What follows belongs to an exercise in optimizing a design on an open flow for small area, a short achievable clock period and few clock cycles per item; a production flow would make more cautious choices.
At most, simulation tests tie the RTL to the original design; equivalence was not proved.
Power is estimated from default activity; no workload was simulated.

==> module unsigned_decimal_to_ascii, before the edit <==
module unsigned_decimal_to_ascii #(
    parameter int VALUE_WIDTH = udta_pkg::VALUE_WIDTH_DEF,
    parameter int MAX_DIGITS  = udta_pkg::MAX_DIGITS_DEF
) (
    input  logic                          clk,
    input  logic                          rst_n,
    input  logic                          value_valid,
    output logic                          value_stall,
    input  logic [VALUE_WIDTH-1:0]        value,
    output logic                          digit_valid,
    input  logic                          digit_stall,
    output logic [udta_pkg::CHAR_W-1:0]   digit_char,
    output logic                          last_digit
);
    localparam int W = udta_pkg::CONV_W;
    localparam int N = udta_pkg::NIBBLES;
    logic          r_valid;
    logic          r_single;
    logic          r_last;
    logic [W-2:0]  r_keep;
    logic [W-1:0]  r_q;
    logic [N-1:0]  e_q;
    logic [W-1:0]  r_step;
    logic [W-1:0]  r_load;
    logic [N-1:0]  e_load;
    logic [N-1:0]  zabove;
    logic          r_finish;
    logic          em_ready;
    logic          handoff;
    logic          take;
    logic          r_free;
    logic          r_free_q;
    logic          r_valid_d;
    logic          r_last_d;
    logic          em_ready_next;
    always_comb
    begin
        r_load = W'(value);
        for (int q = 0; q < N; q++)
        begin
            zabove[q] = (q == N - 1) ? 1'b1 : (value >> (4 * q + 4)) == '0;
            if (zabove[q] && value[4*q+3] && (value[4*q+2] || value[4*q+1]))
            begin
                r_load[4*q +: 4] = {1'b0, value[4*q+2] & value[4*q+1],
                                    value[4*q+2] & !value[4*q+1], value[4*q]};
                r_load[4*q+4]    = 1'b1;
            end
        end
        for (int i = 0; i < N; i++)
        begin
            e_load[i] = (value >> 4) != '0;
            if (i >= 2)
            begin
                e_load[i] = e_load[i] && ((value >> (VALUE_WIDTH - 4 * (i - 1))) == '0);
            end
        end
    end
    assign r_q = {1'b0, r_keep};
    udta_dabble_stage u_step (
        .in_r  (r_q),
        .en    (e_q),
        .out_r (r_step)
    );
    assign r_finish    = r_valid && r_last;
    assign handoff     = r_finish && em_ready;
    assign r_free      = !r_valid || handoff;
    assign value_stall = !r_free_q;
    assign take        = value_valid && r_free_q;
    assign r_valid_d = take || (r_valid && !handoff);
    assign r_last_d  = r_free_q ? (e_load[N-1] || !e_load[0])
                                : (!e_q[0] || e_q[N-1] || e_q[N-2]);
    always_ff @(posedge clk or negedge rst_n)
    begin
        if (!rst_n)
        begin
            r_valid  <= 1'b0;
            r_free_q <= 1'b1;
        end
        else
        begin
            r_valid  <= r_valid_d;
            r_free_q <= !r_valid_d || (r_last_d && em_ready_next);
        end
    end
    always_ff @(posedge clk)
    begin
        r_last <= r_last_d;
        if (r_free_q)
        begin
            r_keep   <= r_load[W-2:0];
            e_q      <= e_load;
            r_single <= zabove[0] && !(value[3] && (value[2] || value[1]));
        end
        else
        begin
            r_keep <= r_step[W-2:0];
            e_q <= (e_q[0] && !e_q[N-1]) ? {e_q[N-2:0], 1'b1} : '0;
        end
    end
    udta_emit #(
        .MAX_DIGITS (MAX_DIGITS)
    ) u_emit (
        .clk         (clk),
        .rst_n       (rst_n),
        .in_valid    (handoff),
        .in_bcd      (r_step),
        .in_single   (r_single),
        .ready       (em_ready),
        .ready_next  (em_ready_next),
        .digit_valid (digit_valid),
        .digit_stall (digit_stall),
        .digit_char  (digit_char),
        .last_digit  (last_digit)
    );
endmodule
Settings: LEC_CHECK=0, ABC_AREA=1, CAP_MARGIN=20, CORE_MARGIN=2, CORE_UTILIZATION=40, CTS_BUF_LIST=sky130_fd_sc_hd__clkbuf_4 sky130_fd_sc_hd__clkbuf_8, SETUP_SLACK_MARGIN=3.2, SLEW_MARGIN=20, TNS_END_PERCENT=0; clock period 5.5 ns.
run.sh (not shown) runs the stock make flow with config.mk's settings and CLKGATE_MAP_FILE= SYNTH_SCRIPT=/design/flow/synth_recipe.tcl, a recipe that flattens the netlist after the stock synthesis.
Testbench counts at the start, summed over its fixed seeds: cycles 18,639, items 3,200.
Edit:
--- a/flow/design.v
+++ b/flow/design.v
@@ -204,6 +204,8 @@
     logic          take;
     logic          r_free;
     logic          r_free_q;
+    logic          stall_q;
+    logic          r_free_d;
     logic          r_valid_d;
     logic          r_last_d;
     logic          em_ready_next;
@@ -238,9 +240,10 @@
     assign r_finish    = r_valid && r_last;
     assign handoff     = r_finish && em_ready;
     assign r_free      = !r_valid || handoff;
-    assign value_stall = !r_free_q;
+    assign value_stall = stall_q;
     assign take        = value_valid && r_free_q;
     assign r_valid_d = take || (r_valid && !handoff);
+    assign r_free_d  = !r_valid_d || (r_last_d && em_ready_next);
     assign r_last_d  = r_free_q ? (e_load[N-1] || !e_load[0])
                                 : (!e_q[0] || e_q[N-1] || e_q[N-2]);
     always_ff @(posedge clk or negedge rst_n)
@@ -249,11 +252,13 @@
         begin
             r_valid  <= 1'b0;
             r_free_q <= 1'b1;
+            stall_q  <= 1'b0;
         end
         else
         begin
             r_valid  <= r_valid_d;
-            r_free_q <= !r_valid_d || (r_last_d && em_ready_next);
+            r_free_q <= r_free_d;
+            stall_q  <= !r_free_d;
         end
     end
     always_ff @(posedge clk)
Via count grows by about 0.55%.
Final cell count shrinks by 0.51%.
Worst setup slack got worse by 0.020 ns.
Critical path depth does not change.
Core utilization shrinks by 1.3 points.
Power grows by about 2.3%.
Final area grows by about 1.8%.
Global-route usage shrinks by 1.3 points.
Only the layout flow was run in the second run of this note; the RTL was not checked for function there.


Another version of the RTL of unsigned_decimal_to_ascii (not shown whole).
For scale: ~1,100 cells after synthesis, about 110 flip-flops, about 45 I/O pins.
==> module unsigned_decimal_to_ascii, before the edit <==
module unsigned_decimal_to_ascii #(
    parameter int VALUE_WIDTH = udta_pkg::VALUE_WIDTH_DEF,
    parameter int MAX_DIGITS  = udta_pkg::MAX_DIGITS_DEF
) (
    input  logic                          clk,
    input  logic                          rst_n,
    input  logic                          value_valid,
    output logic                          value_stall,
    input  logic [VALUE_WIDTH-1:0]        value,
    output logic                          digit_valid,
    input  logic                          digit_stall,
    output logic [udta_pkg::CHAR_W-1:0]   digit_char,
    output logic                          last_digit
);
    localparam int W = udta_pkg::CONV_W;
    localparam int N = udta_pkg::NIBBLES;
    logic          r_valid;
    logic          r_single;
    logic          r_last;
    logic [W-1:0]  r_q;
    logic [N-1:0]  e_q;
    logic [W-1:0]  r_step;
    logic [W-1:0]  r_load;
    logic [N-1:0]  e_load;
    logic [N-1:0]  zabove;
    logic          r_finish;
    logic          em_ready;
    logic          handoff;
    logic          take;
    logic          r_free;
    logic          r_free_q;
    logic          r_valid_d;
    logic          r_last_d;
    logic          em_ready_next;
    always_comb
    begin
        r_load = W'(value);
        for (int q = 0; q < N; q++)
        begin
            zabove[q] = (q == N - 1) ? 1'b1 : (value >> (4 * q + 4)) == '0;
            if (zabove[q] && value[4*q+3] && (value[4*q+2] || value[4*q+1]))
            begin
                r_load[4*q +: 4] = value[4*q +: 4] + 4'd6;
                r_load[4*q+4]    = 1'b1;
            end
        end
        for (int i = 0; i < N; i++)
        begin
            e_load[i] = (value >> 4) != '0;
            if (i >= 2)
            begin
                e_load[i] = e_load[i] && ((value >> (VALUE_WIDTH - 4 * (i - 1))) == '0);
            end
        end
    end
    udta_dabble_stage u_step (
        .in_r  (r_q),
        .en    (e_q),
        .out_r (r_step)
    );
    assign r_finish    = r_valid && r_last;
    assign handoff     = r_finish && em_ready;
    assign r_free      = !r_valid || handoff;
    assign value_stall = !r_free_q;
    assign take        = value_valid && r_free_q;
    assign r_valid_d = take || (r_valid && !handoff);
    assign r_last_d  = r_free_q ? (e_load[N-1] || !e_load[0])
                                : (!e_q[0] || e_q[N-1] || e_q[N-2]);
    always_ff @(posedge clk or negedge rst_n)
    begin
        if (!rst_n)
        begin
            r_valid  <= 1'b0;
            r_free_q <= 1'b1;
        end
        else
        begin
            r_valid  <= r_valid_d;
            r_free_q <= !r_valid_d || (r_last_d && em_ready_next);
        end
    end
    always_ff @(posedge clk)
    begin
        r_last <= r_last_d;
        if (r_free_q)
        begin
            r_q      <= r_load;
            e_q      <= e_load;
            r_single <= (value < VALUE_WIDTH'(10));
        end
        else
        begin
            r_q <= r_step;
            e_q <= (e_q[0] && !e_q[N-1]) ? {e_q[N-2:0], 1'b1} : '0;
        end
    end
    udta_emit #(
        .MAX_DIGITS (MAX_DIGITS)
    ) u_emit (
        .clk         (clk),
        .rst_n       (rst_n),
        .in_valid    (handoff),
        .in_bcd      (r_step),
        .in_single   (r_single),
        .ready       (em_ready),
        .ready_next  (em_ready_next),
        .digit_valid (digit_valid),
        .digit_stall (digit_stall),
        .digit_char  (digit_char),
        .last_digit  (last_digit)
    );
endmodule
Settings: LEC_CHECK=0, ABC_AREA=1, CAP_MARGIN=20, CORE_MARGIN=2, CORE_UTILIZATION=40, SETUP_SLACK_MARGIN=3.0, SLEW_MARGIN=20; clock period 5.5 ns.
Then changed:
--- a/flow/design.v
+++ b/flow/design.v
@@ -213,5 +213,6 @@
             if (zabove[q] && value[4*q+3] && (value[4*q+2] || value[4*q+1]))
             begin
-                r_load[4*q +: 4] = value[4*q +: 4] + 4'd6;
+                r_load[4*q +: 4] = {1'b0, value[4*q+2] & value[4*q+1],
+                                    value[4*q+2] & !value[4*q+1], value[4*q]};
                 r_load[4*q+4]    = 1'b1;
             end
@@ -259,5 +260,5 @@
             r_q      <= r_load;
             e_q      <= e_load;
-            r_single <= (value < VALUE_WIDTH'(10));
+            r_single <= zabove[0] && !(value[3] && (value[2] || value[1]));
         end
         else
Result:
- The new run passed the timing, design-rule and antenna checks
- design area is lower by 1.3%
- routed wire length is higher by 0.60%
- total power is higher by 3.1%
- fmax is lower by 2.5%
- sequential cell count stays the same
- setup slack gets worse by 0.063 ns
- area after synthesis is lower by 2.8%
- final cell count is lower by 1.2%
- die area is lower by 2.7%
No functional check of the RTL was part of any run of this note.


The RTL this note starts from:
==> flow/design.v <==
`timescale 1ns / 1ps
package udta_pkg;
    localparam int VALUE_WIDTH_DEF = 32;
    localparam int MAX_DIGITS_DEF  = 10;
    localparam int DIGIT_W = 4;
    localparam int STEP_BITS = 4;
    localparam int CONV_W = MAX_DIGITS_DEF * DIGIT_W;
    localparam int NIBBLES = VALUE_WIDTH_DEF / STEP_BITS;
    localparam int                 CHAR_W     = 6;
    localparam logic [CHAR_W-1:0]  ASCII_ZERO = 6'd48;
endpackage
`timescale 1ns / 1ps
module udta_dabble_stage (
    input  logic [udta_pkg::CONV_W-1:0]  in_r,
    input  logic [udta_pkg::NIBBLES-1:0] en,
    output logic [udta_pkg::CONV_W-1:0]  out_r
);
    localparam int W = udta_pkg::CONV_W;
    localparam int V = udta_pkg::VALUE_WIDTH_DEF;
    localparam int N = udta_pkg::NIBBLES;
    function automatic logic [3:0] dab(input logic [3:0] d, input logic e);
        logic a;
        a = e & (d[3] | (d[2] & (d[1] | d[0])));
        dab[3] = d[3] | a;
        dab[2] = d[2] ? !a : (a & d[0]);
        dab[1] = d[1] ? (!a | d[0]) : (a & d[3] & !d[0]);
        dab[0] = d[0] ^ a;
    endfunction
    always_comb
    begin
        out_r = in_r;
        for (int j = 0; j < udta_pkg::STEP_BITS; j++)
        begin
            for (int p = (4 - j) % 4; p + 3 < W; p += 4)
            begin
                if ((V - j - p) / 4 < N && p + 4 < W)
                begin
                    out_r[p +: 4] = dab(out_r[p +: 4],
                                        en[((V - j - p) / 4 < 0) ? 0 : (V - j - p) / 4]);
                end
            end
        end
    end
endmodule
`timescale 1ns / 1ps
module udta_emit #(
    parameter int MAX_DIGITS = udta_pkg::MAX_DIGITS_DEF
) (
    input  logic                                    clk,
    input  logic                                    rst_n,
    input  logic                                    in_valid,
    input  logic [MAX_DIGITS*udta_pkg::DIGIT_W-1:0] in_bcd,
    input  logic                                    in_single,
    output logic                                    ready,
    output logic                                    digit_valid,
    input  logic                                    digit_stall,
    output logic [udta_pkg::CHAR_W-1:0]             digit_char,
    output logic                                    last_digit
);
    localparam int DW    = udta_pkg::DIGIT_W;
    localparam int BCD_W = MAX_DIGITS * DW;
    localparam int IDX_W = $clog2(MAX_DIGITS);
    logic                em_valid;
    logic                em_first;
    logic                em_lastnext;
    logic [BCD_W-1:0]    em_bcd;
    logic [IDX_W-1:0]    em_idx;
    logic [IDX_W-1:0]    lead;
    logic [IDX_W-1:0]    sel;
    logic [DW-1:0]       cur_digit;
    logic                cur_last;
    logic                push;
    logic                o_valid;
    logic [DW:0]         o_data;
    logic                s_valid;
    logic [DW:0]         s_data;
    logic                o_en;
    always_comb
    begin
        lead = '0;
        for (int d = 0; d < MAX_DIGITS; d++)
        begin
            if (em_bcd[d*DW +: DW] != '0)
            begin
                lead = IDX_W'(d);
            end
        end
    end
    assign sel       = em_first ? lead : em_idx;
    assign cur_digit = em_bcd[sel*DW +: DW];
    assign cur_last  = em_lastnext;
    assign push  = em_valid && !s_valid;
    assign ready = !em_valid || (!s_valid && em_lastnext);
    always_ff @(posedge clk or negedge rst_n)
    begin
        if (!rst_n)
        begin
            em_valid <= 1'b0;
        end
        else if (ready)
        begin
            em_valid <= in_valid;
        end
    end
    always_ff @(posedge clk)
    begin
        if (ready && in_valid)
        begin
            em_bcd      <= in_bcd;
            em_first    <= 1'b1;
            em_lastnext <= in_single;
        end
        else if (push)
        begin
            em_first    <= 1'b0;
            em_lastnext <= (sel == IDX_W'(1));
        end
        if (push)
        begin
            em_idx <= sel - 1'b1;
        end
    end
    assign o_en = !o_valid || !digit_stall;
    always_ff @(posedge clk or negedge rst_n)
    begin
        if (!rst_n)
        begin
            o_valid <= 1'b0;
            s_valid <= 1'b0;
        end
        else
        begin
            if (o_en)
            begin
                o_valid <= s_valid || push;
            end
            s_valid <= s_valid ? !o_en : (push && !o_en);
        end
    end
    always_ff @(posedge clk)
    begin
        if (o_en)
        begin
            o_data <= s_valid ? s_data : {cur_last, cur_digit};
        end
        if (!s_valid)
        begin
            s_data <= {cur_last, cur_digit};
        end
    end
    assign digit_valid = o_valid;
    assign digit_char  = udta_pkg::ASCII_ZERO + {{(udta_pkg::CHAR_W-DW){1'b0}}, o_data[DW-1:0]};
    assign last_digit  = o_data[DW];
endmodule
`timescale 1ns / 1ps
module unsigned_decimal_to_ascii #(
    parameter int VALUE_WIDTH = udta_pkg::VALUE_WIDTH_DEF,
    parameter int MAX_DIGITS  = udta_pkg::MAX_DIGITS_DEF
) (
    input  logic                          clk,
    input  logic                          rst_n,
    input  logic                          value_valid,
    output logic                          value_stall,
    input  logic [VALUE_WIDTH-1:0]        value,
    output logic                          digit_valid,
    input  logic                          digit_stall,
    output logic [udta_pkg::CHAR_W-1:0]   digit_char,
    output logic                          last_digit
);
    localparam int W = udta_pkg::CONV_W;
    localparam int N = udta_pkg::NIBBLES;
    logic          r_valid;
    logic          r_single;
    logic [W-1:0]  r_q;
    logic [N-1:0]  e_q;
    logic [W-1:0]  r_step;
    logic [W-1:0]  r_load;
    logic [N-1:0]  e_load;
    logic [N-1:0]  zabove;
    logic          r_finish;
    logic          em_ready;
    logic          handoff;
    logic          take;
    always_comb
    begin
        r_load = W'(value);
        for (int q = 0; q < N; q++)
        begin
            zabove[q] = (q == N - 1) ? 1'b1 : (value >> (4 * q + 4)) == '0;
            if (zabove[q] && value[4*q+3] && (value[4*q+2] || value[4*q+1]))
            begin
                r_load[4*q +: 4] = value[4*q +: 4] + 4'd6;
                r_load[4*q+4]    = 1'b1;
            end
        end
        for (int i = 0; i < N; i++)
        begin
            e_load[i] = (value >> 4) != '0;
            if (i >= 2)
            begin
                e_load[i] = e_load[i] && ((value >> (VALUE_WIDTH - 4 * (i - 1))) == '0);
            end
        end
    end
    udta_dabble_stage u_step (
        .in_r  (r_q),
        .en    (e_q),
        .out_r (r_step)
    );
    assign r_finish    = r_valid && (e_q[N-1] || !e_q[0]);
    assign handoff     = r_finish && em_ready;
    assign value_stall = r_valid && !handoff;
    assign take        = value_valid && !value_stall;
    always_ff @(posedge clk or negedge rst_n)
    begin
        if (!rst_n)
        begin
            r_valid <= 1'b0;
        end
        else
        begin
            r_valid <= take || (r_valid && !handoff);
        end
    end
    always_ff @(posedge clk)
    begin
        if (take)
        begin
            r_q      <= r_load;
            e_q      <= e_load;
            r_single <= (value < VALUE_WIDTH'(10));
        end
        else
        begin
            r_q <= r_step;
            e_q <= (e_q[0] && !e_q[N-1]) ? {e_q[N-2:0], 1'b1} : '0;
        end
    end
    udta_emit #(
        .MAX_DIGITS (MAX_DIGITS)
    ) u_emit (
        .clk         (clk),
        .rst_n       (rst_n),
        .in_valid    (handoff),
        .in_bcd      (r_step),
        .in_single   (r_single),
        .ready       (em_ready),
        .digit_valid (digit_valid),
        .digit_stall (digit_stall),
        .digit_char  (digit_char),
        .last_digit  (last_digit)
    );
endmodule
==> flow/config.mk <==
export PLATFORM = sky130hd
export DESIGN_NAME = unsigned_decimal_to_ascii
export DESIGN_NICKNAME = unsigned_decimal_to_ascii
export VERILOG_FILES = /design/flow/design.v
export SDC_FILE = /design/flow/constraint.sdc
export NUM_CORES = 4
export LEC_CHECK = 0
export CAP_MARGIN = 20
export CORE_MARGIN = 2
export CORE_UTILIZATION = 40
export SLEW_MARGIN = 20
==> flow/constraint.sdc <==
create_clock -name core_clock -period 5.5 [get_ports {clk}]
set_input_delay 1.1000 -clock core_clock [delete_from_list [all_inputs] [get_ports {clk}]]
set_output_delay 1.1000 -clock core_clock [all_outputs]
set_load 0.01 [all_outputs]
The starting point produced a clean layout.
==> next run, changes <==
--- a/flow/design.v
+++ b/flow/design.v
@@ -20,11 +20,11 @@
     localparam int N = udta_pkg::NIBBLES;
     function automatic logic [3:0] dab(input logic [3:0] d, input logic e);
         logic a;
         a = e & (d[3] | (d[2] & (d[1] | d[0])));
-        dab[3] = d[3] | a;
-        dab[2] = d[2] ? !a : (a & d[0]);
-        dab[1] = d[1] ? (!a | d[0]) : (a & d[3] & !d[0]);
+        dab[3] = d[3] | (e & d[2] & (d[1] | d[0]));
+        dab[2] = d[2] ? !(e & (d[1] | d[0])) : (e & d[3] & d[0]);
+        dab[1] = d[1] ? (!(e & d[2]) | d[0]) : (e & d[3] & !d[0]);
         dab[0] = d[0] ^ a;
     endfunction
     always_comb
     begin
After rerunning: The changed run produced a clean layout. Setup slack gets better by 0.98 ns. Non-clock buffer count shrinks by 1. Utilization came out lower by 1.6 points. Register-to-register slack gets better by 1.3 ns. Power is higher by 8.7%. Sequential share of layout area came out lower by 2.8 points.
No functional check of the RTL was part of any run of this note.

static timing again, ports no longer ideal:
In the flow no input, the clock included, has a driving cell. The finished layouts below were timed again as built, in two steps. Step 1: set_driving_cell puts a clkbuf_16 on clk and a buf_2 on each other input, an assumption about the parent block. Step 2 moves the port delays by t, midway between the first and last clock arrival at a register: inputs arrive t later, outputs are due t later. That takes back most of the time a late clock gives input paths. a / b / c = ideal ports / drivers / drivers and shift; a / b = the first two.
run | shift t [ns] | slack for setup (ns) | worst hold slack (ns) | worst setup path after step 2
the first run of note 1 | 0.469 | 3.119 / 3.080 / 2.682 | 0.429 / 0.429 / 0.429 | input to register
the second run of note 1 | 0.479 | 3.100 / 3.060 / 2.658 | 0.463 / 0.463 / 0.463 | input to register
the first run of note 2 | 0.454 | 3.090 / 3.048 / 2.656 | 0.424 / 0.424 / 0.424 | input to register
the second run of note 2 | 0.453 | 3.027 / 3.053 / 2.600 | 0.429 / 0.429 / 0.429 | input to register
the first run of note 3 | 0.399 | 0.774 / 0.774 / 0.774 | 0.421 / 0.421 / 0.421 | register to register
the second run of note 3 | 0.392 | 1.753 / 1.776 / 1.384 | 0.436 / 0.436 / 0.436 | input to register
After both steps every run listed still meets setup and hold. For the second run of note 1, which loses most, drivers alone change the setup slack by -0.040 ns; drivers and shift together by -0.442 ns.
